Context: an optimization exercise on an open-source flow, tuned for a short achievable clock period and few clock cycles. The choices shown serve that exercise and are no tape-out recipe.
Only simulation tests tie the RTL to the original design; equivalence was not proved.
Power figures rest on the tool's default switching activity, not on a simulated workload.

Setup of oak:
==> flow/design.v (excerpt) <==
module phy_dly_loader #(
  parameter int         NUM_DLY    = 96,
  parameter logic [7:0] DLY_INIT   = 8'h00,
  parameter int         SET_CYCLES = 2
) (
  input  logic       clk,
  input  logic       rst_in,
  input  logic       wr_en,
  input  logic [6:0] wr_addr,
  input  logic [7:0] wr_data,
  input  logic [6:0] rd_addr,
  output logic [7:0] rd_data,
  input  logic       start,
  input  logic       force_all,
  output logic       busy,
  output logic       done,
  output logic [6:0] dly_addr,
  output logic [7:0] dly_data,
  output logic       ld_delay,
  output logic       set
);
For scale: ~9,400 cells after synthesis, ~1,900 flip-flops, ~54 I/O pins, about 0.089 mm2 of cells after synthesis.
export LEC_CHECK = 0
export CAP_MARGIN = 20
export CORE_MARGIN = 2
export CORE_UTILIZATION = 55
export SETUP_SLACK_MARGIN = 3.6
export SLEW_MARGIN = 20
create_clock -name core_clock -period 6.0 [get_ports {clk}]
run.sh (not shown) runs the stock make flow with config.mk's settings and CLKGATE_MAP_FILE= SYNTH_SCRIPT=/design/flow/synth_recipe.tcl, a recipe that flattens the netlist after the stock synthesis.
Testbench counts of oak, summed over its fixed seeds: cycles 5,937.
Modified inputs, pine compared to oak
# oak
export LEC_CHECK = 0
export CAP_MARGIN = 20
export CORE_MARGIN = 2
export CORE_UTILIZATION = 55
export SETUP_SLACK_MARGIN = 3.6
export SLEW_MARGIN = 20
create_clock -name core_clock -period 6.0 [get_ports {clk}]
# pine
export LEC_CHECK = 0
export CAP_MARGIN = 20
export CORE_MARGIN = 2
export CORE_UTILIZATION = 45
export PLACE_DENSITY = 0.85
export SETUP_SLACK_MARGIN = 3.6
export SLEW_MARGIN = 20
create_clock -name core_clock -period 6.0 [get_ports {clk}]
==> summary.txt <==
oak → pine: count of placed standard cells including taps moved up; cell depth of the worst hold path level; clock-net power level; area of the core region moved up; final critical-path required period moved up. Share of cell area taken by flip-flops and latches was lower in the run labelled pine. Of oak and pine, the lower number of inserted filler cells in the final layout belongs to oak. The setup slack of pine is smaller than that of oak. Sum of buffers and inverters on the critical path: oak and pine compared, higher one is pine.

---

== job 2689 ==
The RTL this note starts from:
==> flow/design.v <==
module phy_dly_loader #(
  parameter int         NUM_DLY    = 96,
  parameter logic [7:0] DLY_INIT   = 8'h00,
  parameter int         SET_CYCLES = 2
) (
  input  logic       clk,
  input  logic       rst_in,
  input  logic       wr_en,
  input  logic [6:0] wr_addr,
  input  logic [7:0] wr_data,
  input  logic [6:0] rd_addr,
  output logic [7:0] rd_data,
  input  logic       start,
  input  logic       force_all,
  output logic       busy,
  output logic       done,
  output logic [6:0] dly_addr,
  output logic [7:0] dly_data,
  output logic       ld_delay,
  output logic       set
);
  localparam int NG = 12;    
  typedef enum logic [1:0] {
    IDLE = 2'd0,    
    LOAD = 2'd1,    
    SET1 = 2'd2,    
    SET2 = 2'd3     
  } state_t;
  state_t state_q, state_d;
  logic [7:0]    tbl  [NUM_DLY];
  logic [7:0]    tblr_n [NUM_DLY];   
  logic [95:0]   dirty;           
  logic [95:0]   mask;            
  logic [NG-1:0] gnz;             
  logic [NG-1:0] cur;             
  logic [7:0]    low  [NG];       
  logic [NG-1:0] gmul;            
  function automatic logic [7:0] lowest8(input logic [7:0] v);
    for (int i = 0; i < 8; i++) begin
      logic below;
      below = 1'b0;
      for (int k = 0; k < i; k++) below = below | v[k];
      lowest8[i] = v[i] & ~below;
    end
  endfunction
  function automatic logic multi8(input logic [7:0] v);
    multi8 = 1'b0;
    for (int i = 1; i < 8; i++)
      for (int k = 0; k < i; k++) multi8 = multi8 | (v[i] & v[k]);
  endfunction
  function automatic logic [NG-1:0] lowest12(input logic [NG-1:0] v);
    for (int i = 0; i < NG; i++) begin
      logic below;
      below = 1'b0;
      for (int k = 0; k < i; k++) below = below | v[k];
      lowest12[i] = v[i] & ~below;
    end
  endfunction
  logic [95:0]   pick;            
  logic [95:0]   mclr;            
  logic [NG-1:0] gmul_c;          
  logic [NG-1:0] cur_d;
  logic [NG-1:0] sec;             
  logic [7:0]    gdat [NG];
  logic [2:0]    gidx [NG];
  logic [7:0]    pdat_lo, pdat_hi;    
  logic [6:0]    paddr;
  logic          any, stay;
  always_comb begin
    pdat_lo = '0;
    pdat_hi = '0;
    paddr = '0;
    stay  = 1'b0;
    for (int g = 0; g < NG; g++) begin
      mclr[g*8 +: 8] = mask[g*8 +: 8] & ~low[g];
      gmul_c[g] = multi8(mclr[g*8 +: 8]);
      gdat[g] = '0;
      gidx[g] = '0;
      for (int j = 0; j < 8; j++) begin
        pick[g*8+j] = cur[g] & low[g][j];
        gdat[g] = gdat[g] | ({8{low[g][j]}} & tbl[g*8+j]);
        gidx[g] = gidx[g] | ({3{low[g][j]}} & 3'(j));
      end
      if (g < NG/2) pdat_lo = pdat_lo | ({8{cur[g]}} & gdat[g]);
      else          pdat_hi = pdat_hi | ({8{cur[g]}} & gdat[g]);
      paddr = paddr | ({7{cur[g]}} & {4'(g), gidx[g]});
      stay  = stay  | (cur[g] & gmul[g]);
    end
    any = |cur;
    sec = lowest12(gnz & ~cur);
    cur_d = (cur & gmul) | (stay ? '0 : sec);
  end
  logic        accept, frc, picking;
  logic [95:0] whit;              
  logic [95:0] dnext;             
  logic [NG-1:0] wg;              
  logic [NG-1:0] wlt;             
  logic [7:0]    wj;              
  logic [7:0]    wjlt;            
  logic [NG-1:0] gd, gd_below;    
  logic [NG-1:0] cur_idle, gnz_idle, gmul_idle;
  logic [7:0]    low_idle [NG];
  assign accept  = (state_q == IDLE) && start;
  assign frc     = accept && force_all;
  assign picking = (accept && (force_all || any)) || (state_q == LOAD && any);
  always_comb begin
    for (int i = 0; i < NUM_DLY; i++) whit[i] = wr_en && (wr_addr == 7'(i));
    dnext = dirty | whit;
    for (int g = 0; g < NG; g++) begin
      wg[g]  = wr_en && (wr_addr[6:3] == 4'(g));
      wlt[g] = wr_en && (wr_addr[6:3] < 4'(g));
      gd[g]  = |dirty[g*8 +: 8];
    end
    for (int j = 0; j < 8; j++) begin
      wj[j]   = (wr_addr[2:0] == 3'(j));
      wjlt[j] = (wr_addr[2:0] < 3'(j));
    end
    for (int g = 0; g < NG; g++) begin
      gd_below[g] = 1'b0;
      for (int k = 0; k < g; k++) gd_below[g] = gd_below[g] | gd[k];
      gnz_idle[g]  = gd[g] | wg[g];
      cur_idle[g]  = (gd[g] | wg[g]) & ~gd_below[g] & ~wlt[g];
      gmul_idle[g] = multi8(dirty[g*8 +: 8])
                   | (wg[g] & |(dirty[g*8 +: 8] & ~wj));
      for (int j = 0; j < 8; j++) begin
        logic db;
        db = 1'b0;
        for (int k = 0; k < j; k++) db = db | dirty[g*8+k];
        low_idle[g][j] = (dirty[g*8+j] | (wg[g] & wj[j])) & ~db & ~(wg[g] & wjlt[j]);
      end
    end
  end
  always_comb begin
    state_d = state_q;
    unique case (state_q)
      IDLE: if (start) state_d = (force_all || any) ? LOAD : SET1;
      LOAD: if (!any) state_d = SET1;
      SET1: state_d = SET2;
      SET2: state_d = IDLE;
      default: state_d = IDLE;
    endcase
  end
  always_ff @(posedge clk or posedge rst_in) begin
    if (rst_in) begin
      state_q  <= IDLE;
      busy     <= 1'b0;
      done     <= 1'b0;
      set      <= 1'b0;
      ld_delay <= 1'b0;
    end else begin
      state_q  <= state_d;
      busy     <= (state_d != IDLE);
      done     <= (state_q == SET2);
      set      <= (state_d == SET1) || (state_d == SET2);
      ld_delay <= picking;
    end
  end
  logic [7:0] dlo_n, dhi_n;
  always_ff @(posedge clk) begin
    dly_addr <= frc ? 7'd0 : paddr;
    dlo_n    <= ~(frc ? tbl[0] : pdat_lo);
    dhi_n    <= ~(frc ? 8'd0 : pdat_hi);
  end
  assign dly_data = ~(dlo_n & dhi_n);
  always_ff @(posedge clk or posedge rst_in) begin
    if (rst_in) begin
      for (int i = 0; i < NUM_DLY; i++) tbl[i] <= DLY_INIT;
      for (int i = 0; i < NUM_DLY; i++) tblr_n[i] <= ~DLY_INIT;
      dirty <= '1;
    end else begin
      for (int i = 0; i < NUM_DLY; i++) begin
        if (whit[i]) tbl[i] <= wr_data;
        if (whit[i]) tblr_n[i] <= ~wr_data;
        if (whit[i]) dirty[i] <= 1'b1;
        else if (picking && (frc ? (i == 0) : pick[i])) dirty[i] <= 1'b0;
      end
    end
  end
  always_ff @(posedge clk or posedge rst_in) begin
    if (rst_in) begin
      mask <= '1;
      gnz  <= '1;
      cur  <= NG'(1);
      gmul <= '1;
      for (int g = 0; g < NG; g++) low[g] <= 8'd1;
    end else if (frc) begin
      mask <= ~96'd1;
      gnz  <= '1;
      cur  <= NG'(1);
      gmul <= '1;
      low[0] <= 8'd2;
      for (int g = 1; g < NG; g++) low[g] <= 8'd1;
    end else if (accept || state_q == LOAD) begin
      for (int g = 0; g < NG; g++) begin
        if (cur[g]) begin
          mask[g*8 +: 8] <= mclr[g*8 +: 8];
          gnz[g]         <= |mclr[g*8 +: 8];
          gmul[g]        <= gmul_c[g];
          low[g]         <= lowest8(mclr[g*8 +: 8]);
        end
      end
      cur <= cur_d;
    end else begin
      mask <= dnext;
      gnz  <= gnz_idle;
      gmul <= gmul_idle;
      cur  <= cur_idle;
      for (int g = 0; g < NG; g++) low[g] <= low_idle[g];
    end
  end
  logic [NG-1:0] rhs;             
  logic [7:0]    rls;             
  logic [7:0]    rgrp [NG];
  logic [7:0]    rnext;
  always_comb begin
    for (int g = 0; g < NG; g++) rhs[g] = (rd_addr[6:3] == 4'(g));
    for (int j = 0; j < 8; j++)  rls[j] = (rd_addr[2:0] == 3'(j));
    rnext = '0;
    for (int g = 0; g < NG; g++) begin
      rgrp[g] = '0;
      for (int j = 0; j < 8; j++) rgrp[g] = rgrp[g] | ({8{rls[j]}} & ~tblr_n[g*8+j]);
      rnext = rnext | ({8{rhs[g]}} & rgrp[g]);
    end
  end
  always_ff @(posedge clk or posedge rst_in) begin
    if (rst_in) rd_data <= '0;
    else        rd_data <= rnext;
  end
endmodule
clock: 6.0 ns
lec_check: 0
cap_margin: 20
core_margin: 2
core_utilization: 55
cts_cluster_diameter: 60
cts_cluster_size: 25
setup_slack_margin: 3.6
slew_margin: 20
Job 2689 | status: complete | timing, DRC, antenna: pass
Testbench counts of job 2689, summed over its fixed seeds: cycles 5,937.
Input changes introduced in job 2033 (baseline for comparison: job 2689):
- CORE_UTILIZATION: 55 -> 50
Results
Job 2033 ran to completion and came out clean on the timing, design-rule and antenna checks. Sort job 2689 and job 2033 by via count desc -> top: job 2689. Relative to job 2689, area of the multi-input gates has decreased by about 0.66% in job 2033. Relative to job 2689, the final worst-path cycle share of job 2033 is lower by 0.52 points. Fmax: job 2033 above job 2689. Of job 2689 and job 2033, the run reporting the higher largest vdd supply drop was job 2689. Height of the die ended up 4.8% higher on job 2033 than on job 2689. On sequential share of layout area, job 2689 tracks job 2033 almost exactly.
--- input diff job 2033..job 5766 ---
- CORE_UTILIZATION changed from 50 to 60
## What came out
Summary of job 5766 over job 2033: part of the cycle the worst path needs did not really move, power went down, weighted congestion at the end of routability-driven global placement went up.
Diff job 2033 -> job 5766 | area of the core region | down by more than 10%
Kind of critical path = input port to register: job 5766; kind of critical path = register to output pin: job 2033
Compared with job 2033, in job 5766 width of the chip went down; biggest fanout along the worst timing path went up; routed wire length went down.
Any difference in design area between job 2033 and job 5766 is small enough to ignore.
diff inputs: job 5766 => job 8612
- GPL_ROUTABILITY_DRIVEN now 0, previously not set
- CORE_UTILIZATION now 55, was 60
--- outcome ---
Job 8612: total routed wirelength is 1.2% higher than what job 5766 reported.
Job 8612 against job 5766; count of clock-buffer cells in the layout is up slightly.
Lower achievable clock frequency was reported by job 8612, not job 5766.
Job 8612 against job 5766: number of antenna violations at the first check in global routing went down, number of global-route vias before repair went down, number of cells on the critical path went up, met1 usage in global routing went down, final total power did not really move.

[afterwards: timing with drivers on the ports]
No port has a modelled driver above. Below, the same layouts with a new extraction and two added sets of constraints.
Step 1 sets driving cells, clkbuf_16 on the clock port and buf_2 on the other inputs (assumed; they add their load-dependent delay and slew).
Step 2 times the ports against the registers' clock, not the clock port: input delays grow and output delays shrink by t, the midpoint of the rising clock arrivals with the driver on.
a / b / c = no drivers / after step 1 / after step 2; a / b = the first two.
run	t (ns)	setup slack, ns	cell pins on the clock port's net
oak	0.952	3.242 / 3.053 / 2.101	1
pine	0.934	2.779 / 2.532 / 1.598	1
job 2689	0.889	3.322 / 3.022 / 2.133	1
job 2033	0.932	3.354 / 3.111 / 2.179	1
job 5766	0.885	3.356 / 3.064 / 2.179	1
job 8612	0.911	3.346 / 3.022 / 2.110	1
After both steps every run listed still meets setup and hold. For job 8612, which loses most, drivers alone change the setup slack by -0.324 ns; drivers and shift together by -1.236 ns.
